Background: an optimization exercise with open tools, aiming at small area, a short achievable clock period and few clock cycles. Do not read the settings as production practice.
In this exercise RTL edits were held to simulation tests only and were not proved equivalent to the original.
No activity file was given, so power comes from the tool's default toggle rates.

==> design/flow/flow/run.sh <==
#!/bin/bash
# The standard layout, with the port buffers made from sky130_fd_sc_hd__buf_2
# instead of the delay cell buffer_ports picks by default. ORFS writes each
# step's log under orfs/logs; make's own output goes to standard.log.
bash standard.sh BUFFER_PORTS_ARGS="-buffer_cell sky130_fd_sc_hd__buf_2" finish > standard.log 2>&1
==> design/flow/constraint.sdc <==
create_clock -name core_clock -period 5.5 [get_ports {aclk}]
set_input_delay 1.1000 -clock core_clock [delete_from_list [all_inputs] [get_ports {aclk}]]
set_output_delay 1.1000 -clock core_clock [all_outputs]
set_load 0.01 [all_outputs]
==> design/flow/design.v <==
`timescale 1ns / 1ps
package gts_pkg;
    localparam logic [1:0] MODE_IDLE  = 2'd0;
    localparam logic [1:0] MODE_DASH  = 2'd1;
    localparam logic [1:0] MODE_STR   = 2'd2;
    localparam logic [1:0] MODE_IDENT = 2'd3;
    localparam logic [3:0] KIND_ARROW  = 4'd0;
    localparam logic [3:0] KIND_LPAREN = 4'd1;
    localparam logic [3:0] KIND_RPAREN = 4'd2;
    localparam logic [3:0] KIND_STAR   = 4'd3;
    localparam logic [3:0] KIND_OPT    = 4'd4;
    localparam logic [3:0] KIND_BAR    = 4'd5;
    localparam logic [3:0] KIND_SEMI   = 4'd6;
    localparam logic [3:0] KIND_LIT    = 4'd7;
    localparam logic [3:0] KIND_IDENT  = 4'd8;
    localparam logic [3:0] KIND_EOF    = 4'd9;
    localparam logic [3:0] KIND_ERR    = 4'd10;
    localparam logic [1:0] ERR_NONE       = 2'd0;
    localparam logic [1:0] ERR_UNEXPECTED = 2'd1;
    localparam logic [1:0] ERR_OPEN_STR   = 2'd2;
    localparam logic [7:0] CH_DASH   = 8'h2D;
    localparam logic [7:0] CH_GT     = 8'h3E;
    localparam logic [7:0] CH_LPAREN = 8'h28;
    localparam logic [7:0] CH_RPAREN = 8'h29;
    localparam logic [7:0] CH_STAR   = 8'h2A;
    localparam logic [7:0] CH_QMARK  = 8'h3F;
    localparam logic [7:0] CH_BAR    = 8'h7C;
    localparam logic [7:0] CH_SEMI   = 8'h3B;
    localparam logic [7:0] CH_QUOTE  = 8'h22;
    localparam logic [7:0] CH_LF     = 8'h0A;
    localparam logic [7:0] CH_TAB    = 8'h09;
    localparam logic [7:0] CH_CR     = 8'h0D;
    localparam logic [7:0] CH_SPACE  = 8'h20;
    localparam int unsigned MAX_TOKENS = 3;
    localparam int unsigned QUEUE_DEPTH = 4;
    localparam int unsigned TOK_W = 54;
    localparam int unsigned BUNDLE_W = 2 + MAX_TOKENS * TOK_W;
endpackage
`timescale 1ns / 1ps
module grammar_token_scanner #(
    parameter int unsigned SOURCE_DEPTH = 65536
) (
    input  logic        aclk,
    input  logic        aresetn,
    input  logic        cfg_we,
    input  logic [15:0] cfg_wdata,
    input  logic        s_valid,
    output logic        s_ready,
    input  logic [7:0]  s_ch,
    input  logic        s_end_of_source,
    output logic        m_valid,
    input  logic        m_ready,
    output logic [3:0]  m_kind,
    output logic [15:0] m_line,
    output logic [15:0] m_start_res,
    output logic [15:0] m_length,
    output logic [1:0]  m_error_code,
    output logic        m_last_result
);
    localparam int unsigned POS_MAX_INT =
        (SOURCE_DEPTH - 1 < 65535) ? SOURCE_DEPTH - 1 : 65535;
    localparam logic [15:0] POS_MAX = 16'(POS_MAX_INT);
    logic        b_valid;
    logic        d_eos;         
    logic        d_lf;          
    logic        d_fid;         
    logic        d_fstr;        
    logic        d_id2;         
    logic        d_prep;        
    logic [1:0]  d_mode;        
    logic        o_valid;
    logic        o_bubble;      
    logic [3:0]  o_kind;
    logic [1:0]  o_err;
    logic        o_text;
    logic        o_last;
    logic        m_busy;
    logic        o_vl;
    logic [1:0]  o_text_c;
    logic        q_valid;
    logic [2:0]  q_code;
    logic        f_pend;
    logic [15:0] line_reg;
    logic [15:0] pos_reg;
    logic [15:0] ts_reg;
    logic [15:0] len_reg;
    logic [15:0] first_line_reg;
    logic [7:0] n_ch;
    logic       n_eos;
    logic is_alpha, is_alnum, is_lf, is_quote, is_gt, is_dash, is_blank;
    logic [2:0] punct_code;
    logic n_dash, n_str, n_ident, n_idle, n_fresh;
    logic n_v0, n_v1, n_v2, n_id2, n_fid, n_fstr, n_prep, n_bub;
    logic [1:0] n_mid, n_mode;
    logic [3:0] n_kind0, n_kind;
    logic [1:0] n_err;
    logic       n_text, n_last, n_valid, n_qv;
    logic [2:0] n_qcode;
    assign n_ch  = s_ch;
    assign n_eos = s_end_of_source;
    always_comb begin
        is_alpha = ((n_ch >= 8'h61) && (n_ch <= 8'h7A)) || ((n_ch >= 8'h41) && (n_ch <= 8'h5A));
        is_alnum = is_alpha || ((n_ch >= 8'h30) && (n_ch <= 8'h39));
        is_lf    = (n_ch == gts_pkg::CH_LF);
        is_quote = (n_ch == gts_pkg::CH_QUOTE);
        is_gt    = (n_ch == gts_pkg::CH_GT);
        is_dash  = (n_ch == gts_pkg::CH_DASH);
        is_blank = (n_ch == gts_pkg::CH_SPACE) || (n_ch == gts_pkg::CH_TAB) ||
                   (n_ch == gts_pkg::CH_CR);
        case (n_ch)
            gts_pkg::CH_LPAREN: punct_code = 3'd1;
            gts_pkg::CH_RPAREN: punct_code = 3'd2;
            gts_pkg::CH_STAR:   punct_code = 3'd3;
            gts_pkg::CH_QMARK:  punct_code = 3'd4;
            gts_pkg::CH_BAR:    punct_code = 3'd5;
            gts_pkg::CH_SEMI:   punct_code = 3'd6;
            default:            punct_code = 3'd7;
        endcase
        n_idle  = (d_mode == gts_pkg::MODE_IDLE);
        n_dash  = (d_mode == gts_pkg::MODE_DASH);
        n_str   = (d_mode == gts_pkg::MODE_STR);
        n_ident = (d_mode == gts_pkg::MODE_IDENT);
        n_v0    = (n_dash & is_gt) | (n_str & is_quote) | (n_ident & ~is_alnum);
        n_kind0 = n_dash ? gts_pkg::KIND_ARROW : (n_str ? gts_pkg::KIND_LIT : gts_pkg::KIND_IDENT);
        n_fresh = n_idle | (n_dash & ~is_gt) | (n_ident & ~is_alnum);
        n_v1    = n_fresh & ~is_dash & ~is_lf & ~is_blank & ~is_quote & ~is_alpha;
        n_fid   = n_fresh & is_alpha;
        n_fstr  = n_fresh & is_quote;
        if (n_fresh) begin
            if (is_dash)       n_mid = gts_pkg::MODE_DASH;
            else if (is_quote) n_mid = gts_pkg::MODE_STR;
            else if (is_alpha) n_mid = gts_pkg::MODE_IDENT;
            else               n_mid = gts_pkg::MODE_IDLE;
        end else if (n_v0) begin
            n_mid = gts_pkg::MODE_IDLE;
        end else begin
            n_mid = d_mode;
        end
        n_v2   = n_eos & n_mid[1];
        n_id2  = (n_mid == gts_pkg::MODE_IDENT);
        n_mode = n_eos ? gts_pkg::MODE_IDLE : n_mid;
        n_prep = n_eos & (is_lf | (n_mid == gts_pkg::MODE_IDENT));
        n_bub  = ~n_v0 & ~n_v1 & n_prep;
        n_valid = ~n_bub & (n_v0 | n_v1 | n_eos);
        n_kind  = gts_pkg::KIND_EOF;
        n_err   = gts_pkg::ERR_NONE;
        n_text  = 1'b0;
        n_last  = 1'b1;
        if (n_v0) begin
            n_kind = n_kind0;
            n_text = ~n_dash;
            n_last = ~(n_v1 | n_eos);
        end else if (n_v1) begin
            n_kind = (punct_code == 3'd7) ? gts_pkg::KIND_ERR : {1'b0, punct_code};
            n_err  = (punct_code == 3'd7) ? gts_pkg::ERR_UNEXPECTED : gts_pkg::ERR_NONE;
            n_last = ~n_eos;
        end else if (n_v2) begin
            n_kind = n_id2 ? gts_pkg::KIND_IDENT : gts_pkg::KIND_ERR;
            n_err  = n_id2 ? gts_pkg::ERR_NONE : gts_pkg::ERR_OPEN_STR;
            n_text = n_id2;
            n_last = 1'b0;
        end
        n_qv    = (n_v0 & n_v1) | (n_v2 & (n_v0 | n_bub));
        n_qcode = n_v1 ? punct_code : 3'd0;
    end
    logic out_take, advance, consume, main_free, take, load;
    logic to_post, prep;
    assign m_valid       = o_valid;
    assign m_kind        = o_kind;
    assign m_error_code  = o_err;
    assign m_last_result = o_last;
    assign m_line        = line_reg;
    assign m_start_res   = o_text_c[0] ? ts_reg : 16'd0;
    assign m_length      = o_text_c[1] ? len_reg : 16'd0;
    assign s_ready       = main_free;
    assign out_take  = o_valid & m_ready;
    assign advance   = (out_take & ~o_last) | o_bubble;
    assign consume   = b_valid & ((out_take & o_last) | (~o_valid & ~o_bubble));
    assign main_free = ~m_busy | (m_ready & o_vl);
    assign take      = s_valid & main_free;
    assign load      = take;
    assign to_post   = ~q_valid | (q_code == 3'd0);
    assign prep      = advance & d_prep & to_post;
    always_ff @(posedge aclk) begin
        if (load) begin
            d_eos  <= n_eos;
            d_lf   <= is_lf;
            d_fid  <= n_fid;
            d_fstr <= n_fstr;
            d_id2  <= n_id2;
            o_kind <= n_kind;
            o_err  <= n_err;
            o_text <= n_text;
            o_text_c <= {2{n_text}};
            o_last <= n_last;
            q_code <= n_qcode;
        end else if (advance) begin
            if (q_valid) begin
                if (q_code == 3'd0) begin
                    o_kind <= d_id2 ? gts_pkg::KIND_IDENT : gts_pkg::KIND_ERR;
                    o_err  <= d_id2 ? gts_pkg::ERR_NONE : gts_pkg::ERR_OPEN_STR;
                    o_text <= d_id2;
                    o_text_c <= {2{d_id2}};
                end else begin
                    o_kind <= (q_code == 3'd7) ? gts_pkg::KIND_ERR : {1'b0, q_code};
                    o_err  <= (q_code == 3'd7) ? gts_pkg::ERR_UNEXPECTED : gts_pkg::ERR_NONE;
                    o_text <= 1'b0;
                    o_text_c <= 2'b00;
                end
                o_last <= ~f_pend;
            end else begin
                o_kind <= gts_pkg::KIND_EOF;
                o_err  <= gts_pkg::ERR_NONE;
                o_text <= 1'b0;
                    o_text_c <= 2'b00;
                o_last <= 1'b1;
            end
        end
        if (prep) begin
            if (d_fid) begin
                ts_reg  <= pos_reg;
                len_reg <= 16'd1;
            end else if (d_id2) begin
                len_reg <= (len_reg == 16'hFFFF) ? 16'hFFFF : len_reg + 16'd1;
            end
        end else if (consume && !d_eos) begin
            if (d_fid) begin
                ts_reg  <= pos_reg;
                len_reg <= {15'd0, (pos_reg < POS_MAX)};
            end else if (d_fstr) begin
                ts_reg  <= (pos_reg == 16'hFFFF) ? 16'hFFFF : pos_reg + 16'd1;
                len_reg <= 16'd0;
            end else if (pos_reg < POS_MAX) begin
                len_reg <= len_reg + 16'd1;
            end
        end
    end
    always_ff @(posedge aclk) begin
        if (!aresetn) begin
            b_valid        <= 1'b0;
            o_valid        <= 1'b0;
            m_busy         <= 1'b0;
            o_vl           <= 1'b0;
            o_bubble       <= 1'b0;
            q_valid        <= 1'b0;
            f_pend         <= 1'b0;
            d_prep         <= 1'b0;
            d_mode         <= gts_pkg::MODE_IDLE;
            line_reg       <= 16'd1;
            pos_reg        <= 16'd0;
            first_line_reg <= 16'd1;
        end else begin
            if (load) begin
                m_busy   <= n_valid | n_bub;
                o_vl     <= n_valid & n_last;
                b_valid  <= 1'b1;
                d_mode   <= n_mode;
                d_prep   <= n_prep;
                o_valid  <= n_valid;
                o_bubble <= n_bub;
                q_valid  <= n_qv;
                f_pend   <= n_eos & (n_v0 | n_v1 | n_v2 | n_bub);
            end else begin
                if (consume) begin
                    b_valid <= 1'b0;
                    o_valid <= 1'b0;
                    m_busy  <= 1'b0;
                    o_vl    <= 1'b0;
                end else if (advance) begin
                    o_valid  <= 1'b1;
                    o_vl     <= ~q_valid | ~f_pend;
                    o_bubble <= 1'b0;
                    if (q_valid) begin
                        q_valid <= 1'b0;
                    end else begin
                        f_pend <= 1'b0;
                    end
                end
                if (prep) begin
                    d_prep <= 1'b0;
                end
            end
            if (consume) begin
                if (d_eos) begin
                    pos_reg <= 16'd0;
                end else if (pos_reg < POS_MAX) begin
                    pos_reg <= pos_reg + 16'd1;
                end
            end
            if (cfg_we && ((!b_valid && pos_reg == 16'd0 &&
                            d_mode == gts_pkg::MODE_IDLE) ||
                           (consume && d_eos))) begin
                line_reg <= cfg_wdata;
            end else if (consume && d_eos) begin
                line_reg <= first_line_reg;
            end else if ((consume || prep) && d_lf) begin
                line_reg <= (line_reg == 16'hFFFF) ? 16'hFFFF : line_reg + 16'd1;
            end
            if (cfg_we) begin
                first_line_reg <= cfg_wdata;
            end
        end
    end
endmodule
==> design/flow/config.mk <==
export PLATFORM = sky130hd
export DESIGN_NAME = grammar_token_scanner
export DESIGN_NICKNAME = grammar_token_scanner
export VERILOG_FILES = /design/flow/design.v
export SDC_FILE = /design/flow/constraint.sdc
export NUM_CORES = 4
export LEC_CHECK = 0
export ABC_CLOCK_PERIOD_IN_PS = 1000
export CAP_MARGIN = 20
export CORE_MARGIN = 2
export CORE_UTILIZATION = 40
export SETUP_SLACK_MARGIN = 2.8
export SLEW_MARGIN = 20
==> design/flow/standard.sh <==
#!/bin/bash
# synth_recipe.tcl (not shown) runs the flow's synth.tcl, then flattens the netlist and writes it again
# the make line also repeats each setting of config.mk as NAME=value (left out here)
make -C /OpenROAD-flow-scripts/flow DESIGN_CONFIG=/design/flow/config.mk WORK_HOME=/design/flow/orfs CLKGATE_MAP_FILE= SYNTH_SCRIPT=/design/flow/synth_recipe.tcl "${@:-finish}"
==> run notes, run 1 <==
drc violations 0; port bufs between 80 and 90; post-DP HPWL 10.85 mm; Die Wd roughly 130 microns; initial antenna violation count 0; drt pass-1 iters 7; Int Power around 1.4 mW; number of max-cap violations 0; crit path DAT about 2.9 ns; Clk pin slew, worst setup/hold paths roughly 0.070 ns; Avg Synthesized Cell Area between 8 and 9 sq um; CTS tree yes; Seq pwr share a little under half; switching power ~530 uW; gr ovfl total 0; final setup fails 0; layout cells sized above 1 about 21%; Die Y ~130 microns; Max Slew Vio Count 0; Yosys warning count 1; H-tree Lvls 3; Seq/Total Area, Yosys approximately 42%; status no timing/DRC/antenna violations; Via density 5.807; Synth top area share 23.33%; Period Utilization, post-route a little under 50%; Hold Vio Cnt, Final 0; Clk network pwr share approximately 36%; Comb pwr share between 10% and 20%; Top Ports 87; RSZ-0062 raised after global routing false; count of cell types in the netlist 69; Post-Synthesis Cells around 710; worst-path maximum fanout 5; Mapped Area 0.006177 sq mm; critical path type in2reg; Clock Latency Late Sink 0.36 ns; most frequent cells in the layout 86 x buf_2, 62 x nand2_1, 58 x dfxtp_1; NumNets Final just over 800; Fmax approximately 0.38 GHz; Slew headroom about 40%; RePlAce Congestion approximately 0.85; drt total wl approximately 16 mm; area grow syn2layout 20.44%; post-route ant nets 0; Tightest Hold Check Type reg2reg; Synth Register Bits around 110; commonest non-fill, non-tap cell in the layout buf_2; hold buffers post-CTS 0; core box area 0.01515 sq mm; ant diodes 0; Design Area, Final about 0.0074 sq mm; number of global-route vias before repair between 5000 and 6000; root buffer cell clkbuf_16; DP Area between 0.006 and 0.007 sq mm; first-pass GRT wire length approximately 26 mm; Area contributors post-synth edfxtp_1 23%, dfxtp_1 19%, o21ai_0 4.2%; Routed WL per cell 16.52 microns; total number of vias 5720; final setup TNS 0 ns; kind of end point of the critical path flip-flop; fraction of registers with async set/reset 0%; largest net degree at the start of global routing 58; TritonCTS buffer count 9; Fill cells roughly 1400; Worst-Margin Slew between 0.9 and 1 ns; Clock Tree Buf Depth 2; EDFF count, synth 48; die area about 0.016 sq mm; Sw Ratio 27.36%; maximum VDD drop between 0.0001 and 0.00015 V; worst path required time around 5.7 ns; Worst setup SP type input pin; post-synth net total around 750; Row Count 45; P_leak 2.901 nW; Synth Flop Type dfxtp_1; Initial Utilization between 40% and 50%; cell taking the most area after synthesis edfxtp_1; Global Route Usage Sum about a fifth; PwrDens around 260 mW/mm^2; crit path time final approximately 2.6 ns; Initial DRC Count roughly 470; Post-Route Skew between 0.006 and 0.007 ns; clock sinks about 110
[cells in the mapped netlist (3+ instances only)]
cell	number
o21ai_1	5
a21boi_0	3
nor3_1	17
o21ai_0	52
nor3b_1	3
clkbuf_1	34
o221ai_1	9
a211oi_1	6
nor2b_1	20
buf_2	4
mux2i_1	17
inv_1	18
and2_1	41
edfxtp_1	48
o21a_1	3
ha_1	9
and4_1	7
o32a_1	3
nand2b_1	4
xor2_1	6
nand2_1	65
o22ai_1	3
o31ai_1	5
nor4_1	3
nand3_1	29
and3_1	16
a31oi_1	35
a21boi_1	5
nor4b_1	4
xnor2_1	15
dfxtp_1	58
nand4_1	13
a21oi_1	45
nor2_1	61
[metal layers]
| layer | GRT usage [%] | up-vias | share of wire, % | wire length [microns] |
|---|---|---|---|---|
| li1 | - | 2796 | - | - |
| met1 | 28.18 | 2712 | 47 | 7654 |
| met2 | 29.72 | 191 | 46 | 7513 |
| met3 | 3.715 | 21 | 5.3 | 870 |
| met4 | 5.818 | 0 | 1.4 | 230 |
| met5 | 0 | - | 0 | 0 |
[cells by family after synthesis]
group           synth area share, %
compound gates                21.69
xor+xnor                      2.978
fa+ha+maj                     1.823
buf+inv                       3.545
flops                         42.13
mux                           2.755
simple gates                  25.08
[layout make-up]
cell class | count | area (sq um) | share of cell area [%]
multi-input combinational | 551 | 3576 | 48.07
sequential | 106 | 2603 | 34.98
timing repair buffer | 106 | 636.9 | 8.560
tap | 188 | 235.2 | 3.162
clock buffer | 9 | 225.2 | 3.027
clock inverter | 7 | 92.59 | 1.245
inverter | 18 | 71.32 | 0.9586
[worst max-delay path: stages]
cell and delay (ns):
buf_2 0.14, nor3b_4 0.31, buf_4 0.19, a31o_2 0.22, nor2_1 0.07, o31ai_1 0.44, nand4_1 0.23, o21ai_1 0.15
[power by group through the flow]
stage	registers, mW	logic (mW)	clock network (mW)
after global placement	0.936	0.272	0
after global routing	0.925	0.348	0.737
final	0.918	0.315	0.691
after CTS	0.920	0.291	0.705
after detailed placement	0.938	0.277	0
after floorplan	0.929	0.186	0
[path summary, 6_finish.rpt]
| check | start | end | slack, ns | cells past startpoint |
|---|---|---|---|---|
| max | s_ch[4] | o_err[1]$_DFFE_PP_ | 2.85 | 8 |
| min | m_busy$_SDFFE_PN0P_ | m_busy$_SDFFE_PN0P_ | 0.48 | 2 |
| max reg2reg | line_reg[0]$_SDFFE_PN1P_ | line_reg[7]$_SDFFE_PN0P_ | 3.05 | 7 |
| min reg2reg | m_busy$_SDFFE_PN0P_ | m_busy$_SDFFE_PN0P_ | 0.48 | 2 |
[stage by stage]
step | util (%) | std cells | worst slack (ns) | power (mW) | hold WS (ns)
6_report | 49.12 | 985 | 2.852 | 1.924 | 0.4768
5_1_grt | 49.12 | 985 | 2.776 | 2.010 | 0.5295
4_1_cts | 47.69 | 975 | 2.795 | 1.916 | 0.4839
3_5_place_dp | 44.67 | 951 | 1.869 | 1.215 | 0.4658
3_3_place_gp | 44.67 | 951 | 2.012 | 1.208 | 0.4720
2_1_floorplan | - | 713 | 2.745 | 1.116 | 0.4378
[timing repair]
action	in CTS	in global routing
buffers inserted	7	10
cloned	1	0
setup endpoints to repair	85	94
resized for setup	12	21
pin swaps	2	4
Testbench counts, summed over its fixed seeds: cycles 24,819.
==> run 2, diff against run 1 <==
==> design/flow/flow/run.sh (replaced) <==
#!/bin/bash
# The standard layout, with the port buffers made from sky130_fd_sc_hd__buf_1
# instead of the delay cell buffer_ports picks by default. ORFS writes each
# step's log under orfs/logs; make's own output goes to standard.log.
bash standard.sh BUFFER_PORTS_ARGS="-buffer_cell sky130_fd_sc_hd__buf_1" finish > standard.log 2>&1
--- a/design/flow/config.mk
+++ b/design/flow/config.mk
@@ -11,2 +11,3 @@
 export CORE_UTILIZATION = 40
+export CTS_BUF_LIST = sky130_fd_sc_hd__clkbuf_4 sky130_fd_sc_hd__clkbuf_8
 export SETUP_SLACK_MARGIN = 2.8
==> run 2 against run 1 <==
Sequential share of layout area is 0.75 points higher; final cell count is 0.41% higher; via count is 0.24% lower; design area is 2.1% lower; hold slack better by 0.016 ns; routed wire length is 2.9% lower; clock skew is 0.0054 ns higher; synthesized area stayed put; critical endpoint is now o_kind[0]$_DFFE_PP_; largest power group unchanged.
==> run notes, run 2 <==
status no timing/DRC/antenna violations; Synth Register Bits 106 (unchanged); area grow syn2layout 17.93%; cell taking the most area after synthesis edfxtp_1; ant diodes 0 (unchanged); post-DP HPWL 10.76 mm (-0.84%); worst path required time 5.74 ns (+0.04 ns); PwrDens 249.0 mW/mm^2 (-3.7%); # placed instances 951 (unchanged); final setup TNS 0 ns (unchanged); worst-path maximum fanout 5 (unchanged); clock sinks 106 (unchanged); Avg Synthesized Cell Area 8.664 sq um (unchanged); hold buffers post-CTS 0 (unchanged); count leader, synth nand2_1; Via density 5.769 (-0.65%); layout cells sized above 1 11.86% (-8.8 points); initial antenna violation count 0 (unchanged); Sw Ratio 28.16% (+0.80 points); DP Area 0.006659 sq mm (-1.6%); Global Route Usage Sum 18.83% (-0.71 points); Design Area, Final 0.007284 sq mm (-2.1%); Worst setup SP type input pin; number of global-route vias before repair 5120 (-1.1%); final std cells w/o fill 989 (+0.41%); Row Count 45 (unchanged); PnR worst setup slack 2.859 ns (+0.006890 ns); fin util 48.10% (-1.0 points); Tightest Hold Check Type reg2reg; Fill cells 1464 (+2.2%); TritonCTS buffer count 9 (unchanged); Clk network pwr share 32.8% (-3.1 points); WHS 0.4926 ns (+0.01580 ns); drt pass-1 iters 5 (-2); largest net degree at the start of global routing 58 (unchanged); switching power 510.8 uW (-3.0%); commonest non-fill, non-tap cell in the layout buf_1; die area 0.01645 sq mm (unchanged); Clock Tree Buf Depth 2 (unchanged); Worst-Margin Slew 0.9884 ns (+0.08786 ns); Mapped Area 0.006177 sq mm (unchanged); H-tree Lvls 3 (unchanged); crit path time final 2.641 ns (-0.006890 ns); post-route ant nets 0 (unchanged); Synth Flop Type dfxtp_1; Register Area 0.002603 sq mm (unchanged); Die Wd 128.3 microns (unchanged); Int Power 1.303 mW (-6.8%); Clk pin slew, worst setup/hold paths 0.10 ns (+0.03 ns); Seq/Total Area, Yosys 42.13% (unchanged); pre-CTS setup slack 1.894 ns (+0.02549 ns); Hold Vio Cnt, Final 0 (unchanged); total power 1.814 mW (-5.7%); Slew headroom 34.11% (-5.9 points); Yosys warning count 1 (unchanged); maximum VDD drop 0.0001457 V (+8.2%); Die Y 128.3 microns (unchanged); Seq pwr share 50.6% (+2.9 points); post-synth net total 752 (unchanged); Post-Route Skew 0.01137 ns (+0.005356 ns); Clock Latency Late Sink 0.39 ns (+0.03 ns); Routed WL per cell 15.97 microns (-3.3%); RePlAce Congestion 0.9046 (+6.6%); most frequent cells after synthesis 65 x nand2_1, 61 x nor2_1, 58 x dfxtp_1; NumNets Final 835 (+0.48%); Max Slew Vio Count 0 (unchanged); port bufs 86 (unchanged); Top Ports 87 (unchanged); area of the multi-input gates 0.003583 sq mm (+0.21%); crit path DAT 2.88 ns (+0.03 ns); RSZ-0062 raised after global routing true; Period Utilization, post-route 48.02% (-0.13 points); first-pass GRT wire length 25.32 mm (-3.3%); Comb pwr share 16.5% (about the same); critical path type in2reg; EDFF count, synth 48 (unchanged); root buffer cell clkbuf_8; kind of end point of the critical path flip-flop; drc violations 0 (unchanged); most frequent cells in the layout 75 x buf_1, 63 x nand2_1, 58 x dfxtp_1; total number of vias 5706 (-0.24%); Initial Utilization 40.78% (unchanged); Synth top area share 23.33% (unchanged); Area contributors post-synth edfxtp_1 23%, dfxtp_1 19%, o21ai_0 4.2%; core box area 0.01515 sq mm (unchanged); drt total wl 15.79 mm (-2.9%); Fmax 0.3787 GHz (+0.26%); final setup fails 0 (unchanged); Post-Synthesis Cells 713 (unchanged); P_leak 2.639 nW (-9.0%); count of cell types in the netlist 69 (unchanged); CTS tree yes; gr ovfl total 0 (unchanged); fraction of registers with async set/reset 0% (unchanged); number of max-cap violations 0 (unchanged); Initial DRC Count 410 (-12%)
## run 2: cell types whose count changed in the layout (fill, tap and decap cells not counted), sizes merged
cell      previous run  this run
clkbuf              10        16
clkinvlp             4         2
buf                105       104
bufinv               2         3
## run 2: power groups by stage
stage          Sequential (mW)  Combinational, mW  Clock [mW]
6_report                 0.919              0.300       0.595
3_5_place_dp             0.938              0.264           0
2_1_floorplan            0.929              0.186           0
4_1_cts                  0.917              0.286       0.606
3_3_place_gp             0.937              0.260           0
5_1_grt                  0.926              0.332       0.638
## run 2: layer usage
layer | vias to the layer above | wire [microns] | GRT usage [%]
met4 | 0 | 214 | 5.559
met3 | 18 | 880 | 3.756
met1 | 2693 | 7497 | 26.22
li1 | 2805 | - | -
met2 | 190 | 7201 | 29.63
met5 | - | 0 | 0
## run 2: what timing repair did
item                       4_1_cts  5_1_grt
pin swaps                        2        7
cloned                           1        0
setup endpoints to repair      117       85
gates resized for setup         21       23
buffers inserted                14        7
## run 2: final cells by class
type,count,area share [%]
inverter,18,0.9790
tap,188,3.229
multi-input combinational,551,49.19
clock inverter,6,1.546
sequential,106,35.73
timing repair buffer,110,7.437
clock buffer,10,1.889
## run 2: logic make-up (layout without fill, tap and decap cells)
group	Yosys count	count (layout)	synth area share, %
AOI/OAI and AO/OA	207	207	21.69
DFF	106	106	42.13
buffers and inverters	57	144	3.545
muxes	17	17	2.755
adders and majority gates	9	9	1.823
and+or+nand+nor	296	297	25.08
xor gates and xnor gates	21	21	2.978
## run 2: worst paths after layout
check	startpoint	to	slack (ns)	cells past startpoint
setup / recovery	s_ch[4]	o_kind[0]$_DFFE_PP_	2.86	8
hold / removal	m_busy$_SDFFE_PN0P_	m_busy$_SDFFE_PN0P_	0.49	2
setup reg to reg	pos_reg[0]$_SDFFE_PN0P_	len_reg[13]$_DFFE_PP_	3.05	8
hold reg to reg	m_busy$_SDFFE_PN0P_	m_busy$_SDFFE_PN0P_	0.49	2
## run 2: critical path, stage by stage
cell     delay, ns
buf_2         0.15
nor3b_4       0.32
and3_1        0.23
o21ai_2       0.11
a221o_1       0.35
and3_4        0.18
a211o_1       0.30
a21oi_2       0.14
==> run 3, diff against run 2 <==
--- a/design/flow/config.mk
+++ b/design/flow/config.mk
@@ -12,3 +12,3 @@
 export CTS_BUF_LIST = sky130_fd_sc_hd__clkbuf_4 sky130_fd_sc_hd__clkbuf_8
-export SETUP_SLACK_MARGIN = 2.8
+export SETUP_SLACK_MARGIN = 3.0
 export SLEW_MARGIN = 20
==> run 3 against run 2 <==
Still clean on timing, DRC and antenna; sequential power hardly changed; clock power is 21% lower; synthesized cell count stayed put; largest cell class unchanged.
==> run notes, run 3 <==
routed length on met1 7.605 mm (+1.4%); Synth Register Bits 106 (unchanged); worst path required time 4.40 ns (-1.34 ns); Hold Vio Cnt, Final 0 (unchanged); final setup TNS 0 ns (unchanged); crit path DAT 1.42 ns (-1.46 ns); H-tree Lvls 3 (unchanged); most frequent cells after synthesis 65 x nand2_1, 61 x nor2_1, 58 x dfxtp_1; status no timing/DRC/antenna violations; crit path time final 2.518 ns (-0.1225 ns); Fmax 0.3971 GHz (+4.9%); fraction of registers with async set/reset 0% (unchanged); Clock Tree Buf Depth 2 (unchanged); drt pass-1 iters 5 (unchanged); Synth Flop Type dfxtp_1; Period Utilization, post-route 45.79% (-2.2 points); layout cells sized above 1 14.59% (+2.7 points); Initial DRC Count 553 (+35%); Seq pwr share 53.9% (+3.3 points); die area 0.01645 sq mm (unchanged); Post-Synthesis Cells 713 (unchanged); Worst-Margin Slew 0.9942 ns (+0.005875 ns); Tightest Hold Check Type reg2reg; Avg Synthesized Cell Area 8.664 sq um (unchanged); maximum VDD drop 0.0001137 V (-22%); hold buffers post-CTS 0 (unchanged); count of cell types in the netlist 69 (unchanged); Area contributors post-synth edfxtp_1 23%, dfxtp_1 19%, o21ai_0 4.2%; Fill cells 1419 (-3.1%); gr ovfl total 0 (unchanged); largest net degree at the start of global routing 58 (unchanged); Die Wd 128.3 microns (unchanged); worst-path maximum fanout 3 (-2); final setup fails 0 (unchanged); Initial Utilization 40.78% (unchanged); CP Cell Sequence buf_8, nand2_4, nand2_4, buf_6; Clk pin slew, worst setup/hold paths 0.10 ns (about the same); area grow syn2layout 19.85%; most frequent cells in the layout 75 x buf_1, 59 x nand2_1, 55 x nor2_1, 55 x dfxtp_1, 52 x o21ai_0; post-DP HPWL 10.78 mm (+0.23%); P_leak 2.675 nW (+1.4%); NumNets Final 836 (+0.12%); most used cell along the critical path nand2_4; Synth top area share 23.33% (unchanged); RePlAce Congestion 0.8495 (-6.1%); ant diodes 0 (unchanged); Mapped Area 0.006177 sq mm (unchanged); total number of vias 5707 (+0.018%); CP max-delay cell buf_6; first-pass GRT wire length 26.24 mm (+3.6%); Top Ports 87 (unchanged); kind of end point of the critical path output pin; Global Route Usage Sum 19.62% (+0.79 points); Max Slew Vio Count 0 (unchanged); Via density 5.765 (about the same); core box area 0.01515 sq mm (unchanged); PwrDens 230.5 mW/mm^2 (-7.4%); DR WL met2 7.414 mm (+3.0%); Worst setup SP type input pin; clock sinks 106 (unchanged); Post-Route Skew 0.01212 ns (+0.0007508 ns); initial antenna violation count 0 (unchanged); commonest non-fill, non-tap cell in the layout buf_1; switching power 513.0 uW (+0.44%); port bufs 86 (unchanged); Row Count 45 (unchanged); Int Power 1.194 mW (-8.4%); Slew headroom 33.72% (-0.39 points); Top Layer Used met4; crit-path max cell delay 0.12 ns (-0.23 ns); Clock Latency Late Sink 0.39 ns (about the same); Comb pwr share 18.7% (+2.2 points); Yosys warning count 1 (unchanged); met3 routed WL 839 microns (-4.7%); CTS tree yes; root buffer cell clkbuf_8; RSZ-0062 raised after global routing true; Seq/Total Area, Yosys 42.13% (unchanged); post-route ant nets 0 (unchanged); drt total wl 16.14 mm (+2.2%); Sw Ratio 30.06% (+1.9 points); Die Y 128.3 microns (unchanged); count leader, synth nand2_1; TritonCTS buffer count 9 (unchanged); critical path type in2out; Routed WL per cell 16.30 microns (+2.1%); EDFF count, synth 48 (unchanged); cell taking the most area after synthesis edfxtp_1; Clk network pwr share 27.4% (-5.4 points); number of max-cap violations 0 (unchanged); number of global-route vias before repair 5203 (+1.6%); post-synth net total 752 (unchanged); total power 1.707 mW (-5.9%); drc violations 0 (unchanged)
==> run 3: changes by cell type in the layout (fill, tap and decap cells not counted), moves of 3 or more <==
cell | before | now
dfxtp_1 | 58 | 55
buf_6 | 0 | 4
buf_2 | 5 | 1
clkbuf_2 | 6 | 1
bufinv_16 | 3 | 0
buf_4 | 22 | 25
nand2_1 | 63 | 59
clkbuf_4 | 0 | 3
==> run 3: kinds of logic (layout without fill, tap and decap cells) <==
group	count (synthesis)	in the layout	synth area share, %
AO/OA/AOI/OAI	207	207	21.69
flip-flops	106	106	42.13
XOR/XNOR	21	21	2.978
adder cells (fa/ha/maj)	9	9	1.823
buffers and inverters	57	146	3.545
AND/OR/NAND/NOR	296	296	25.08
multiplexers	17	17	2.755
==> run 3: final timing paths <==
path | startpoint | end | slack (ns) | cells past startpoint
max | m_ready | s_ready | 2.98 | 4
min | first_line_reg[0]$_SDFFE_PN1P_ | first_line_reg[0]$_SDFFE_PN1P_ | 0.52 | 2
max reg2reg | pos_reg[1]$_SDFFE_PN0P_ | len_reg[13]$_DFFE_PP_ | 3.10 | 9
min reg2reg | first_line_reg[0]$_SDFFE_PN1P_ | first_line_reg[0]$_SDFFE_PN1P_ | 0.52 | 2
==> run 3: layout make-up <==
type / count / area [sq um] / share of cell area [%]
Tap cell: 188 / 235.2 / 3.177
Clock inverter: 4 / 25.02 / 0.3380
Inverter: 18 / 71.32 / 0.9633
Clock buffer: 12 / 158.9 / 2.146
Timing Repair Buffer: 112 / 609.3 / 8.231
Multi-Input combinational cell: 550 / 3695 / 49.91
Sequential cell: 106 / 2609 / 35.24
==> run 3: through the flow <==
stage          area (sq um)  setup WS [ns]  cells  hold WS [ns]  util [%]
2_1_floorplan          6297          2.782    713        0.4378         -
6_report               7403          2.982    990        0.5185     48.88
4_1_cts                7222          2.971    984        0.5033     47.68
5_1_grt                7403          2.938    990        0.5567     48.88
3_3_place_gp           6726          2.228    953        0.4654     44.41
3_5_place_dp           6726          2.111    953        0.4689     44.41
==> run 3: timing repair <==
item | in CTS | in global routing
setup endpoints to repair | 114 | 54
gates resized for setup | 44 | 33
pin swaps | 13 | 5
setup buffers | 15 | 6
==> run 3: layer usage <==
metal	GRT usage, %	up-vias
li1	-	2805
met1	27.01	2722
met2	31.23	153
met3	3.923	27
met4	5.882	0
met5	0	-
==> run 3: worst max-delay path, delay by kind of cell <==
kind / cells / cell delay (ns)
buffers and inverters: 2 / 0.22
and+or+nand+nor: 2 / 0.10
==> run 3: power by group through the flow <==
| stage | clock network (mW) | registers, mW | logic, mW |
|---|---|---|---|
| floorplan | 0 | 0.930 | 0.190 |
| global placement | 0 | 0.936 | 0.266 |
| detailed placement | 0 | 0.938 | 0.270 |
| CTS | 0.481 | 0.918 | 0.303 |
| global route | 0.511 | 0.927 | 0.353 |
| finish | 0.468 | 0.920 | 0.319 |
==> run 4, diff against run 3 <==
--- a/design/flow/config.mk
+++ b/design/flow/config.mk
@@ -10,3 +10,3 @@
 export CORE_MARGIN = 2
-export CORE_UTILIZATION = 40
+export CORE_UTILIZATION = 65
 export CTS_BUF_LIST = sky130_fd_sc_hd__clkbuf_4 sky130_fd_sc_hd__clkbuf_8
==> run 4 against run 3 <==
Still clean; hold slack got worse by 0.014 ns; worst setup slack got worse by 0.018 ns; power increased by 0.55%; design area increased by 0.96%; count of clock-buffer cells in the layout decreased by 2; core utilization increased by 32 points; critical path depth unchanged; routed wire length decreased by 0.86%; sequential share of layout area decreased by 0.32 points; clock skew increased by 0.0016 ns; critical path type unchanged; largest power group unchanged.
==> run notes, run 4 <==
WHS Endpoint first_line_reg[0]$_SDFFE_PN1P_; commonest non-fill, non-tap cell in the layout buf_1; final setup TNS 0 ns (unchanged); die area 0.01030 sq mm (-37%); Design Area, Final 0.007475 sq mm (+0.96%); Tightest Hold Check Type reg2reg; worst hold start first_line_reg[0]$_SDFFE_PN1P_; CTS tree yes; total power 1.716 mW (+0.55%); final setup fails 0 (unchanged); Via density 6.320 (+9.6%); worst path required time 4.40 ns (about the same); area of the multi-input gates 0.003770 sq mm (+2.0%); Worst-Margin Slew 0.6575 ns (-0.3368 ns); drt total wl 16.00 mm (-0.86%); P_leak 2.721 nW (+1.7%); post-synth net total 752 (unchanged); Synth Flop Type dfxtp_1; TritonCTS buffer count 9 (unchanged); RSZ-0062 raised after global routing true; ant diodes 0 (unchanged); Post-Route Skew 0.01377 ns (+0.001649 ns); Global Route Usage Sum 29.64% (+10 points); Mapped Area 0.006177 sq mm (unchanged); fraction of registers with async set/reset 0% (unchanged); Die Wd 101.5 microns (-21%); Area contributors post-synth edfxtp_1 23%, dfxtp_1 19%, o21ai_0 4.2%; Synth top area share 23.33% (unchanged); number of max-cap violations 0 (unchanged); DP Area 0.006644 sq mm (-1.2%); Row Count 35 (-22%); Hold Vio Cnt, Final 0 (unchanged); FF-to-FF setup slack 3.12 ns (+0.02 ns); Slew headroom 56.17% (+22 points); area grow syn2layout 21.00%; Fmax 0.3942 GHz (-0.73%); worst hold path depth 2 (unchanged); status no timing/DRC/antenna violations; Clk pin slew, worst setup/hold paths 0.10 ns (about the same); maximum VDD drop 0.0001661 V (+46%); count of cell types in the netlist 69 (unchanged); Initial Utilization 66.85% (+26 points); root buffer cell clkbuf_8; number of global-route vias before repair 5117 (-1.7%); Clock Latency Late Sink 0.38 ns (about the same); layout cells sized above 1 16.52% (+1.9 points); Register Area 0.002610 sq mm (about the same); NumNets Final 845 (+1.1%); Avg Synthesized Cell Area 8.664 sq um (unchanged); crit path DAT 1.44 ns (+0.02 ns); RePlAce Congestion 0.9019 (+6.2%); Initial DRC Count 404 (-27%); port bufs 86 (unchanged); final std cells w/o fill 940 (-5.1%); post-DP HPWL 10.35 mm (-4.0%); drt pass-1 iters 5 (unchanged); Yosys warning count 1 (unchanged); first-pass GRT wire length 24.73 mm (-5.8%); Top Ports 87 (unchanged); Synth Register Bits 106 (unchanged); worst-path maximum fanout 3 (unchanged); H-tree Lvls 3 (unchanged); FF-to-FF End len_reg[11]$_DFFE_PP_; clock sinks 106 (unchanged); Period Utilization, post-route 46.12% (+0.33 points); crit path time final 2.537 ns (+0.01840 ns); worst r2r src q_code[0]$_SDFFCE_PN0P_; WHS 0.5040 ns (-0.01449 ns); core box area 0.009240 sq mm (-39%); Worst setup SP type input pin; total number of vias 5941 (+4.1%); Clock Tree Buf Depth 2 (unchanged); Post-Synthesis Cells 713 (unchanged); count leader, synth nand2_1; most frequent cells after synthesis 65 x nand2_1, 61 x nor2_1, 58 x dfxtp_1; Die Y 101.5 microns (-21%); kind of end point of the critical path output pin; most frequent cells in the layout 76 x buf_1, 58 x nand2_1, 54 x nor2_1, 54 x dfxtp_1, 52 x o21ai_0; cell taking the most area after synthesis edfxtp_1; critical path type in2out; Max Slew Vio Count 0 (unchanged); EDFF count, synth 48 (unchanged); post-route ant nets 0 (unchanged); drc violations 0 (unchanged); Seq/Total Area, Yosys 42.13% (unchanged); # placed instances 893 (-6.3%); gr ovfl total 0 (unchanged); PwrDens 229.6 mW/mm^2 (-0.41%); initial antenna violation count 0 (unchanged); largest net degree at the start of global routing 58 (unchanged); R2R cell count 6 (-3); Fill cells 593 (-58%); Routed WL per cell 17.02 microns (+4.4%)
[run 4: cell counts after synthesis]
Identical to the previous run, type by type.
[run 4: area by class of cell]
cell class / instances / area share, %
Clock buffer: 10 / 1.758
Tap cell: 129 / 2.159
Sequential cell: 106 / 34.92
Inverter: 18 / 0.9541
Multi-Input combinational cell: 550 / 50.44
Clock inverter: 6 / 0.6696
Timing Repair Buffer: 121 / 9.106
[run 4: through the flow]
stage / utilization (%) / setup WS (ns)
2_1_floorplan: - / 2.782
3_3_place_gp: 71.90 / 2.028
3_5_place_dp: 71.90 / 1.999
4_1_cts: 77.25 / 2.981
5_1_grt: 80.89 / 2.933
6_report: 80.89 / 2.963
[run 4: worst max-delay path, stage by stage]
cell and delay (ns):
buf_8 0.10, nand2_4 0.06, nand2_4 0.05, buf_6 0.12
[run 4: routing by layer]
metal  track usage [%]  part of all wire [%]  vias up
li1                  -                     -     2824
met1             39.41                    41     2755
met2             49.87                    50      312
met3             4.486                   7.1       50
met4             9.771                   2.4        0
met5                 0                     0        -
[run 4: how the worst max path moves through the flow]
stage / startpoint / endpoint / slack [ns]
after CTS: m_ready / s_ready / 2.98
after global routing: s_ch[7] / o_vl$_SDFFE_PN0P_ / 2.93
after detailed placement: m_ready / line_reg[3]$_SDFFE_PN0P_ / 2.00
final: m_ready / s_ready / 2.96
after global placement: m_ready / line_reg[7]$_SDFFE_PN0P_ / 2.03
after floorplan: s_ch[2] / o_err[0]$_DFFE_PP_ / 2.78
[run 4: report_power, final]
part | switching, mW | internal [mW] | total (mW)
logic | 0.196 | 0.132 | 0.328
registers | 0.0506 | 0.871 | 0.922
clock network | 0.289 | 0.177 | 0.466
[run 4: what timing repair did]
item,CTS,global route
gates resized for setup,47,55
buffers inserted,15,16
hold endpoints to repair,0,0
pin swaps,10,11
hold buffers,0,0
setup endpoints to repair,128,53
[run 4: logic make-up after synthesis]
logic type,after synthesis,share of synthesized area [%]
AO/OA/AOI/OAI,207,21.69
XOR/XNOR,21,2.978
multiplexers,17,2.755
adder cells (fa/ha/maj),9,1.823
AND/OR/NAND/NOR,296,25.08
flip-flops,106,42.13
buffers and inverters,57,3.545
==> run 5, diff against run 4 <==
--- a/design/flow/config.mk
+++ b/design/flow/config.mk
@@ -12,3 +12,3 @@
 export CTS_BUF_LIST = sky130_fd_sc_hd__clkbuf_4 sky130_fd_sc_hd__clkbuf_8
-export SETUP_SLACK_MARGIN = 3.0
+export SETUP_SLACK_MARGIN = 2.8
 export SLEW_MARGIN = 20
==> run 5 against run 4 <==
Sequential power hardly changed; routed wire length down 2.8%; count of clock-buffer cells in the layout fell by 1; combinational power shrank 8.8%; register-to-register slack worse by 0.14 ns.
==> run notes, run 5 <==
Global Route Usage Sum 29.89% (+0.25 points); fraction of registers with async set/reset 0% (unchanged); Hold Vio Cnt, Final 0 (unchanged); Period Utilization, post-route 48.51% (+2.4 points); final setup fails 0 (unchanged); Mapped Area 0.006177 sq mm (unchanged); Area contributors post-synth edfxtp_1 23%, dfxtp_1 19%, o21ai_0 4.2%; Fill cells 673 (+13%); Die Wd 101.5 microns (unchanged); Initial Utilization 66.85% (unchanged); status no timing/DRC/antenna violations; fin util 76.64% (-4.3 points); Max Slew Vio Count 0 (unchanged); # placed instances 894 (+0.11%); kind of end point of the critical path flip-flop; total power 1.726 mW (+0.57%); Yosys warning count 1 (unchanged); root buffer cell clkbuf_8; WHS 0.5011 ns (-0.002917 ns); total number of vias 5861 (-1.3%); final setup TNS 0 ns (unchanged); number of max-cap violations 0 (unchanged); crit path DAT 2.88 ns (+1.44 ns); hold buffers post-CTS 0 (unchanged); count leader, synth nand2_1; crit path time final 2.668 ns (+0.1312 ns); critical path type in2reg; post-DP HPWL 10.31 mm (-0.38%); worst path required time 5.71 ns (+1.31 ns); post-synth net total 752 (unchanged); drc violations 0 (unchanged); Synth Register Bits 106 (unchanged); final std cells w/o fill 925 (-1.6%); Synth top area share 23.33% (unchanged); Tightest Hold Check Type reg2reg; count of cell types in the netlist 69 (unchanged); TritonCTS buffer count 9 (unchanged); DP Area 0.006599 sq mm (-0.68%); drt pass-1 iters 5 (unchanged); most frequent cells after synthesis 65 x nand2_1, 61 x nor2_1, 58 x dfxtp_1; Post-Synthesis Cells 713 (unchanged); pre-CTS setup slack 1.939 ns (-0.05918 ns); Top Ports 87 (unchanged); layout cells sized above 1 10.93% (-5.6 points); Seq/Total Area, Yosys 42.13% (unchanged); worst-path maximum fanout 12 (+9); Die Y 101.5 microns (unchanged); die area 0.01030 sq mm (unchanged); Slew headroom 35.81% (-20 points); gr ovfl total 0 (unchanged); Via density 6.336 (+0.25%); PwrDens 243.7 mW/mm^2 (+6.1%); Design Area, Final 0.007082 sq mm (-5.3%); port bufs 86 (unchanged); number of global-route vias before repair 5231 (+2.2%); initial antenna violation count 0 (unchanged); drt total wl 15.55 mm (-2.8%); Clock Latency Late Sink 0.37 ns (about the same); core box area 0.009240 sq mm (unchanged); first-pass GRT wire length 24.92 mm (+0.75%); Row Count 35 (unchanged); RSZ-0062 raised after global routing true; RePlAce Congestion 0.9466 (+5.0%); area grow syn2layout 14.64%; Initial DRC Count 332 (-18%); Worst setup SP type input pin; Clk pin slew, worst setup/hold paths 0.11 ns (about the same); EDFF count, synth 48 (unchanged); largest net degree at the start of global routing 33 (-43%); PnR worst setup slack 2.832 ns (-0.1312 ns); ant diodes 0 (unchanged); Routed WL per cell 16.81 microns (-1.2%); Avg Synthesized Cell Area 8.664 sq um (unchanged); Fmax 0.3748 GHz (-4.9%); H-tree Lvls 3 (unchanged); P_leak 2.587 nW (-4.9%); Worst-Margin Slew 0.9629 ns (+0.3054 ns); most frequent cells in the layout 78 x buf_1, 63 x nand2_1, 58 x dfxtp_1; cell taking the most area after synthesis edfxtp_1; Clock Tree Buf Depth 2 (unchanged); NumNets Final 830 (-1.8%); Post-Route Skew 0.01689 ns (+0.003119 ns); post-route ant nets 0 (unchanged); Synth Flop Type dfxtp_1; clock sinks 106 (unchanged); commonest non-fill, non-tap cell in the layout buf_1; maximum VDD drop 0.0001668 V (+0.42%); CTS tree yes
-- run 5: changes by cell type in the layout (fill, tap and decap cells not counted), sizes merged --
cell,previous run,this run
clkinv,3,2
buf,120,102
clkbuf,11,12
o21ai,58,59
inv,20,21
bufinv,0,1
-- run 5: path summary, 6_finish.rpt --
path / start / endpoint / slack, ns / cells after the start
max: s_ch[0] / o_last$_DFFE_PP_ / 2.83 / 8
min: m_busy$_SDFFE_PN0P_ / m_busy$_SDFFE_PN0P_ / 0.50 / 2
max reg2reg: pos_reg[0]$_SDFFE_PN0P_ / len_reg[0]$_DFFE_PP_ / 2.98 / 9
min reg2reg: m_busy$_SDFFE_PN0P_ / m_busy$_SDFFE_PN0P_ / 0.50 / 2
-- run 5: repair_timing --
item	in CTS	in global routing
endpoints found under the setup margin	75	116
cloned	1	0
setup buffers	7	7
pin swaps	3	5
gates resized for setup	17	21
-- run 5: kinds of logic (layout without fill, tap and decap cells) --
family | count (synthesis) | count (layout) | synth area share, %
xor+xnor | 21 | 21 | 2.978
fa+ha+maj | 9 | 9 | 1.823
mux | 17 | 17 | 2.755
buf+inv | 57 | 139 | 3.545
flops | 106 | 106 | 42.13
compound gates | 207 | 208 | 21.69
simple gates | 296 | 296 | 25.08
-- run 5: per-layer routing --
metal | share of wire [%] | track usage [%] | up-vias
met4 | 1.9 | 10.50 | 0
met2 | 50 | 50.03 | 255
met5 | 0 | 0 | -
met3 | 6.4 | 5.245 | 30
met1 | 42 | 39.22 | 2768
li1 | - | - | 2808
-- run 5: report_power, final --
| group | internal (mW) | switching (mW) |
|---|---|---|
| sequential | 0.871 | 0.0472 |
| combinational | 0.113 | 0.186 |
| clock | 0.220 | 0.288 |
| total | 1.20 | 0.521 |
-- run 5: worst max-delay path, cell delays in order --
cell,delay [ns]
buf_2,0.18
nor4b_1,0.46
a31oi_1,0.10
o22ai_2,0.21
a21o_1,0.25
nand2_1,0.14
o221a_1,0.30
a31oi_1,0.13
-- run 5: layout make-up --
type / count / area, sq um / area share, %
Multi-Input combinational cell: 551 / 3551 / 50.14
Clock buffer: 9 / 123.9 / 1.749
Inverter: 18 / 71.32 / 1.007
Timing Repair Buffer: 105 / 488.0 / 6.890
Clock inverter: 7 / 83.83 / 1.184
Sequential cell: 106 / 2603 / 36.75
Tap cell: 129 / 161.4 / 2.279
==> run 6, diff against run 5 <==
--- a/design/flow/config.mk
+++ b/design/flow/config.mk
@@ -11,3 +11,2 @@
 export CORE_UTILIZATION = 65
-export CTS_BUF_LIST = sky130_fd_sc_hd__clkbuf_4 sky130_fd_sc_hd__clkbuf_8
 export SETUP_SLACK_MARGIN = 2.8
==> run 6 against run 5 <==
Combinational power hardly changed; largest cell class unchanged; synthesized cell count did not move; power is the same; hold slack unchanged; final cell count stayed put; critical path depth unchanged; worst setup slack stayed put; register-to-register slack about the same; critical endpoint unchanged.
==> run notes, run 6 <==
drt pass-1 iters 5 (unchanged); Slew headroom 35.81% (unchanged); FF-to-FF setup slack 2.98 ns (about the same); crit-path max cell delay 0.46 ns (about the same); Worst-Margin Slew 0.9629 ns (unchanged); Die Wd 101.5 microns (unchanged); P_leak 2.587 nW (unchanged); ant diodes 0 (unchanged); Max Slew Vio Count 0 (unchanged); Synth top area share 23.33% (unchanged); count of cell types in the netlist 69 (unchanged); most frequent cells after synthesis 65 x nand2_1, 61 x nor2_1, 58 x dfxtp_1; final setup TNS 0 ns (unchanged); Row Count 35 (unchanged); final setup fails 0 (unchanged); Seq/Total Area, Yosys 42.13% (unchanged); initial antenna violation count 0 (unchanged); status no timing/DRC/antenna violations; maximum VDD drop 0.0001668 V (unchanged); post-route ant nets 0 (unchanged); drt total wl 15.55 mm (unchanged); worst r2r src pos_reg[0]$_SDFFE_PN0P_; clock sinks 106 (unchanged); FF-to-FF End len_reg[0]$_DFFE_PP_; R2R cell count 9 (unchanged); Global Route Usage Sum 29.89% (unchanged); largest net degree at the start of global routing 33 (unchanged); drc violations 0 (unchanged); total power 1.726 mW (unchanged); Tightest Hold Check Type reg2reg; most frequent cells in the layout 78 x buf_1, 63 x nand2_1, 58 x dfxtp_1; NumNets Final 830 (unchanged); number of max-cap violations 0 (unchanged); kind of end point of the critical path flip-flop; Synth Register Bits 106 (unchanged); WHS 0.5011 ns (unchanged); post-synth net total 752 (unchanged); Avg Synthesized Cell Area 8.664 sq um (unchanged); fraction of registers with async set/reset 0% (unchanged); worst hold path depth 2 (unchanged); PwrDens 243.7 mW/mm^2 (unchanged); critical path type in2reg; CP Cell Sequence buf_2, nor4b_1, a31oi_1, o22ai_2, a21o_1, nand2_1, o221a_1, a31oi_1; cell taking the most area after synthesis edfxtp_1; total number of vias 5861 (unchanged); die area 0.01030 sq mm (unchanged); EDFF count, synth 48 (unchanged); CP max-delay cell nor4b_1; Initial DRC Count 332 (unchanged); number of cells on the critical path 8 (unchanged); CTS tree yes; Period Utilization, post-route 48.51% (unchanged); crit path time final 2.668 ns (unchanged); root buffer cell clkbuf_8; post-DP HPWL 10.31 mm (unchanged); area grow syn2layout 14.64% (unchanged); PnR worst setup slack 2.832 ns (unchanged); number of global-route vias before repair 5231 (unchanged); commonest non-fill, non-tap cell in the layout buf_1; worst path required time 5.71 ns (about the same); kind of cell adding the most delay to the critical path compound AO/OA/AOI/OAI gates; RePlAce Congestion 0.9466 (unchanged); pre-CTS setup slack 1.939 ns (unchanged); RSZ-0062 raised after global routing true; Area contributors post-synth edfxtp_1 23%, dfxtp_1 19%, o21ai_0 4.2%; WHS Endpoint m_busy$_SDFFE_PN0P_; Post-Synthesis Cells 713 (unchanged); TritonCTS buffer count 9 (unchanged); Routed WL per cell 16.81 microns (unchanged); Synth Flop Type dfxtp_1; worst-path maximum fanout 12 (unchanged); crit path DAT 2.88 ns (about the same); layout cells sized above 1 10.93% (unchanged); Top Ports 87 (unchanged); port bufs 86 (unchanged); gr ovfl total 0 (unchanged); first-pass GRT wire length 24.92 mm (unchanged); count leader, synth nand2_1; core box area 0.009240 sq mm (unchanged); Clock Latency Late Sink 0.37 ns (about the same); Via density 6.336 (unchanged); Die Y 101.5 microns (unchanged); crit path buf inv count 1 (unchanged); Hold Vio Cnt, Final 0 (unchanged); Fmax 0.3748 GHz (unchanged); Post-Route Skew 0.01689 ns (unchanged); Initial Utilization 66.85% (unchanged); Yosys warning count 1 (unchanged); Mapped Area 0.006177 sq mm (unchanged); most used cell along the critical path a31oi_1; Worst setup SP type input pin; Clock Tree Buf Depth 2 (unchanged); Clk pin slew, worst setup/hold paths 0.11 ns (about the same); H-tree Lvls 3 (unchanged); worst hold start m_busy$_SDFFE_PN0P_
[run 6: cell counts in the layout (fill, tap and decap cells not counted)]
No cell type changed its count.
[run 6: power breakdown]
group | switching, mW | total (mW) | internal [mW]
sequential | 0.0472 | 0.919 | 0.871
combinational | 0.186 | 0.299 | 0.113
clock | 0.288 | 0.508 | 0.220
total | 0.521 | 1.73 | 1.20
[run 6: repair_timing]
item                       in CTS  in global routing
gates cloned                    1                  0
resized for setup              17                 21
setup endpoints to repair      75                116
hold buffers                    0                  0
pin swaps                       3                  5
setup buffers                   7                  7
[run 6: worst max path at each step]
stage | start | end | slack, ns
floorplan | s_ch[5] | o_last$_DFFE_PP_ | 2.75
CTS | s_ch[3] | o_last$_DFFE_PP_ | 2.74
global placement | m_ready | line_reg[4]$_SDFFE_PN0P_ | 2.01
global route | s_ch[0] | o_last$_DFFE_PP_ | 2.72
finish | s_ch[0] | o_last$_DFFE_PP_ | 2.83
detailed placement | m_ready | line_reg[4]$_SDFFE_PN0P_ | 1.94
[run 6: worst register-to-register path, stage by stage (launching register included)]
cell and delay [ns]:
dfxtp_1 0.50, ha_1 0.28, and3_1 0.26, and3_1 0.34, nand4_1 0.13, buf_4 0.19, nor3_1 0.12, o21bai_1 0.19
a21oi_4 0.10, buf_12 0.17
[run 6: final cells by class]
type	instances	area [sq um]
inverters	18	71.32
clock buffers	9	123.9
flip-flops and latches	106	2603
clock inverters	7	83.83
well taps	129	161.4
repair buffers	105	488.0
multi-input cells	551	3551
fillers	673	2158
[run 6: per-layer routing]
| metal | up-vias | track usage (%) | wire length (microns) |
|---|---|---|---|
| met2 | 255 | 50.03 | 7773 |
| met3 | 30 | 5.245 | 991 |
| met5 | - | 0 | 0 |
| met1 | 2768 | 39.22 | 6486 |
| met4 | 0 | 10.50 | 300 |
| li1 | 2808 | - | - |
[run 6: per-stage QoR]
step	cell area, sq um	std cells	utilization, %
final	7082	925	76.64
after global routing	7082	925	76.64
after CTS	6929	918	74.99
after detailed placement	6599	894	71.41
after global placement	6599	894	71.41
after floorplan	6241	713	-
[run 6: logic make-up (layout without fill, tap and decap cells)]
group | after synthesis | in the layout | synth area share, %
muxes | 17 | 17 | 2.755
and+or+nand+nor | 296 | 296 | 25.08
AOI/OAI and AO/OA | 207 | 208 | 21.69
xor gates and xnor gates | 21 | 21 | 2.978
adders and majority gates | 9 | 9 | 1.823
DFF | 106 | 106 | 42.13
buffers and inverters | 57 | 139 | 3.545
==> run 7, diff against run 6 <==
--- a/design/flow/config.mk
+++ b/design/flow/config.mk
@@ -10,3 +10,3 @@
 export CORE_MARGIN = 2
-export CORE_UTILIZATION = 65
+export CORE_UTILIZATION = 40
 export SETUP_SLACK_MARGIN = 2.8
==> run 7 against run 6 <==
First-iteration DRC count grew 23%; count of clock-buffer cells in the layout grew 3; combinational power is essentially flat; core utilization shrank 28 points; still clean on timing, DRC and antenna; worst setup slack lost 0.013 ns; clock power grew about 40%; maximum frequency shrank 0.50%; clock skew shrank 0.0096 ns; sequential share of layout area shrank 1.4 points; critical path depth is the same; largest cell class unchanged; synthesized cell count is the same; final cell count grew 6.7%.
==> run notes, run 7 <==
Synth Register Bits 106 (unchanged); Row Count 45 (+29%); die area 0.01645 sq mm (+60%); Hold Vio Cnt, Final 0 (unchanged); commonest non-fill, non-tap cell in the layout buf_1; drt pass-1 iters 5 (unchanged); initial antenna violation count 0 (unchanged); Die Y 128.3 microns (+26%); PnR worst setup slack 2.819 ns (-0.01340 ns); Tightest Hold Check Type reg2reg; Synth top area share 23.33% (unchanged); area grow syn2layout 19.32%; P_leak 2.676 nW (+3.4%); Routed WL per cell 15.86 microns (-5.7%); Global Route Usage Sum 18.74% (-11 points); Design Area, Final 0.007371 sq mm (+4.1%); most frequent cells in the layout 75 x buf_1, 61 x nand2_1, 58 x dfxtp_1; fraction of registers with async set/reset 0% (unchanged); Top Ports 87 (unchanged); Comb pwr share 15.5% (-1.8 points); count of cell types in the netlist 69 (unchanged); adder and majority cell fraction of the synthesized area 1.823% (unchanged); Die Wd 128.3 microns (+26%); post-synth net total 752 (unchanged); Post-Synthesis Cells 713 (unchanged); kind of end point of the critical path flip-flop; # placed instances 951 (+6.4%); worst hold start m_busy$_SDFFE_PN0P_; Area contributors post-synth edfxtp_1 23%, dfxtp_1 19%, o21ai_0 4.2%; core box area 0.01515 sq mm (+64%); H-tree Lvls 3 (unchanged); worst hold path depth 2 (unchanged); largest net degree at the start of global routing 58 (+76%); root buffer cell clkbuf_16; TritonCTS buffer count 9 (unchanged); RSZ-0062 raised after global routing true; Clock Tree Buf Depth 2 (unchanged); post-synthesis compound-gate area fraction 21.69% (unchanged); count leader, synth nand2_1; Worst setup SP type input pin; WHS Endpoint m_busy$_SDFFE_PN0P_; XOR/XNOR share of the synthesized area 2.978% (unchanged); EDFF count, synth 48 (unchanged); final std cells w/o fill 987 (+6.7%); post-route ant nets 0 (unchanged); R2R cell count 8 (-1); status no timing/DRC/antenna violations; pre-CTS setup slack 1.894 ns (-0.04502 ns); Mapped Area 0.006177 sq mm (unchanged); maximum VDD drop 0.0001434 V (-14%); crit path DAT 2.89 ns (about the same); FF-to-FF End len_reg[14]$_DFFE_PP_; clock sinks 106 (unchanged); worst r2r src pos_reg[0]$_SDFFE_PN0P_; Clk network pwr share 36.9% (+7.5 points); final setup TNS 0 ns (unchanged); number of max-cap violations 0 (unchanged); CTS tree yes; Initial DRC Count 410 (+23%); most frequent cells after synthesis 65 x nand2_1, 61 x nor2_1, 58 x dfxtp_1; port bufs 86 (unchanged); final setup fails 0 (unchanged); Period Utilization, post-route 48.75% (+0.24 points); Seq/Total Area, Yosys 42.13% (unchanged); RePlAce Congestion 0.9046 (-4.4%); Clk pin slew, worst setup/hold paths 0.07 ns (-0.04 ns); Worst-Margin Slew 0.9917 ns (+0.02881 ns); Slew headroom 33.88% (-1.9 points); drt total wl 15.65 mm (+0.63%); Sw Ratio 27.03% (-3.2 points); first-pass GRT wire length 25.16 mm (+0.97%); Seq pwr share 47.6% (-5.6 points); layout cells sized above 1 11.89% (+0.96 points); fin util 48.67% (-28 points); critical path type in2reg; Yosys warning count 1 (unchanged); Via density 5.763 (-9.0%); Fmax 0.3730 GHz (-0.50%); ant diodes 0 (unchanged); DP Area 0.006659 sq mm (+0.91%); Avg Synthesized Cell Area 8.664 sq um (unchanged); number of global-route vias before repair 5114 (-2.2%); multiplexer share of the synthesized area 2.755% (unchanged); worst-path maximum fanout 5 (-7); cell taking the most area after synthesis edfxtp_1; drc violations 0 (unchanged); Max Slew Vio Count 0 (unchanged); Clock Latency Late Sink 0.35 ns (-0.02 ns); main combinational cell family by area after synthesis simple AND/OR/NAND/NOR gates; Simple-Gate Fraction of Synth Area 25.08% (unchanged); NumNets Final 833 (+0.36%); FF-to-FF setup slack 3.00 ns (+0.02 ns); worst path required time 5.71 ns (about the same); crit path time final 2.681 ns (+0.01340 ns); Post-Route Skew 0.007246 ns (-0.009639 ns); gr ovfl total 0 (unchanged); Int Power 1.410 mW (+17%); post-DP HPWL 10.76 mm (+4.3%); Synth Flop Type dfxtp_1; switching power 522.3 uW (+0.20%); PwrDens 262.1 mW/mm^2 (+7.6%); total number of vias 5688 (-3.0%); Initial Utilization 40.78% (-26 points)
run 7: cells by family after synthesis:
group | Yosys count
simple gates | 296
compound gates | 207
flops | 106
buf+inv | 57
xor+xnor | 21
mux | 17
fa+ha+maj | 9
run 7: cell type report:
class                           count  area (sq um)
Tap cell                          188         235.2
Multi-Input combinational cell    551          3587
Sequential cell                   106          2603
Fill cell                        1456          7775
Timing Repair Buffer              108         533.0
Clock inverter                      4         52.55
Clock buffer                       12         289.0
Inverter                           18         71.32
run 7: critical path, cell delays in order:
cell and delay, ns:
clkbuf_4 0.15, nor3b_4 0.33, and3_4 0.24, o21ai_2 0.10, a221o_1 0.34, and3_4 0.18
a211o_1 0.30, a21oi_2 0.14
run 7: how the worst max path moves through the flow:
| stage | start | to | slack (ns) | cells after the start |
|---|---|---|---|---|
| after floorplan | s_ch[5] | o_last$_DFFE_PP_ | 2.75 | 8 |
| after global placement | m_ready | line_reg[3]$_SDFFE_PN0P_ | 2.01 | 8 |
| after detailed placement | m_ready | line_reg[3]$_SDFFE_PN0P_ | 1.89 | 8 |
| after CTS | s_ch[6] | o_err[0]$_DFFE_PP_ | 2.76 | 9 |
| after global routing | s_ch[4] | o_kind[0]$_DFFE_PP_ | 2.72 | 8 |
| final | s_ch[4] | o_kind[0]$_DFFE_PP_ | 2.82 | 8 |
run 7: stage by stage:
step           power [mW]  hold WS [ns]
6_report            1.932        0.4836
5_1_grt             2.025        0.5313
4_1_cts             1.929        0.4889
3_5_place_dp        1.202        0.4714
3_3_place_gp        1.196        0.4622
2_1_floorplan       1.116        0.4378
run 7: timing repair:
item	4_1_cts	5_1_grt
cloned	1	0
hold buffers	0	0
gates resized for setup	20	28
endpoints found under the setup margin	104	115
hold endpoints to repair	0	0
pin swaps	3	7
setup buffers	11	8
run 7: layer usage:
metal	part of all wire (%)	GRT usage, %	vias up
li1	-	-	2812
met1	47	26.39	2675
met2	46	28.91	185
met3	6.3	4.257	16
met4	1.2	5.171	0
met5	0	0	-
run 7: power groups by stage:
stage / clock (mW) / combinational (mW) / sequential (mW)
after floorplan: 0 / 0.186 / 0.929
after global placement: 0 / 0.260 / 0.937
after detailed placement: 0 / 0.264 / 0.938
after CTS: 0.729 / 0.279 / 0.921
after global routing: 0.767 / 0.333 / 0.925
final: 0.713 / 0.300 / 0.919

afterwards: timing with drivers on the ports:
Ports are ideal in the flow. The routed layouts listed here were re-timed in OpenROAD.
Step 1: set_driving_cell puts a clkbuf_16 on aclk and a buf_2 on each other input, an assumption about the parent block.
Step 2 moves the port delays by t, midway between the first and last clock arrival at a register: inputs arrive t later, outputs are due t later. That takes back most of the time a late clock gives input paths.
Three values: no drivers, after step 1, after step 2; two values: the first two.
run | t (ns) | setup slack, ns | latest minus earliest clock arrival (ns)
run 1 | 0.397 | 2.852 / 2.849 / 2.478 | 0.006 / 0.006
run 2 | 0.417 | 2.859 / 2.872 / 2.458 | 0.012 / 0.013
run 3 | 0.421 | 2.982 / 2.934 / 2.580 | 0.012 / 0.012
run 4 | 0.408 | 2.963 / 2.921 / 2.607 | 0.014 / 0.014
run 5 | 0.400 | 2.832 / 2.839 / 2.447 | 0.017 / 0.017
run 6 | 0.400 | 2.832 / 2.839 / 2.447 | 0.017 / 0.017
run 7 | 0.390 | 2.819 / 2.837 / 2.447 | 0.007 / 0.008
After both steps every run listed still meets setup and hold. The setup slack of run 3, which loses most, moves by -0.048 ns with the drivers and by -0.402 ns with both steps.
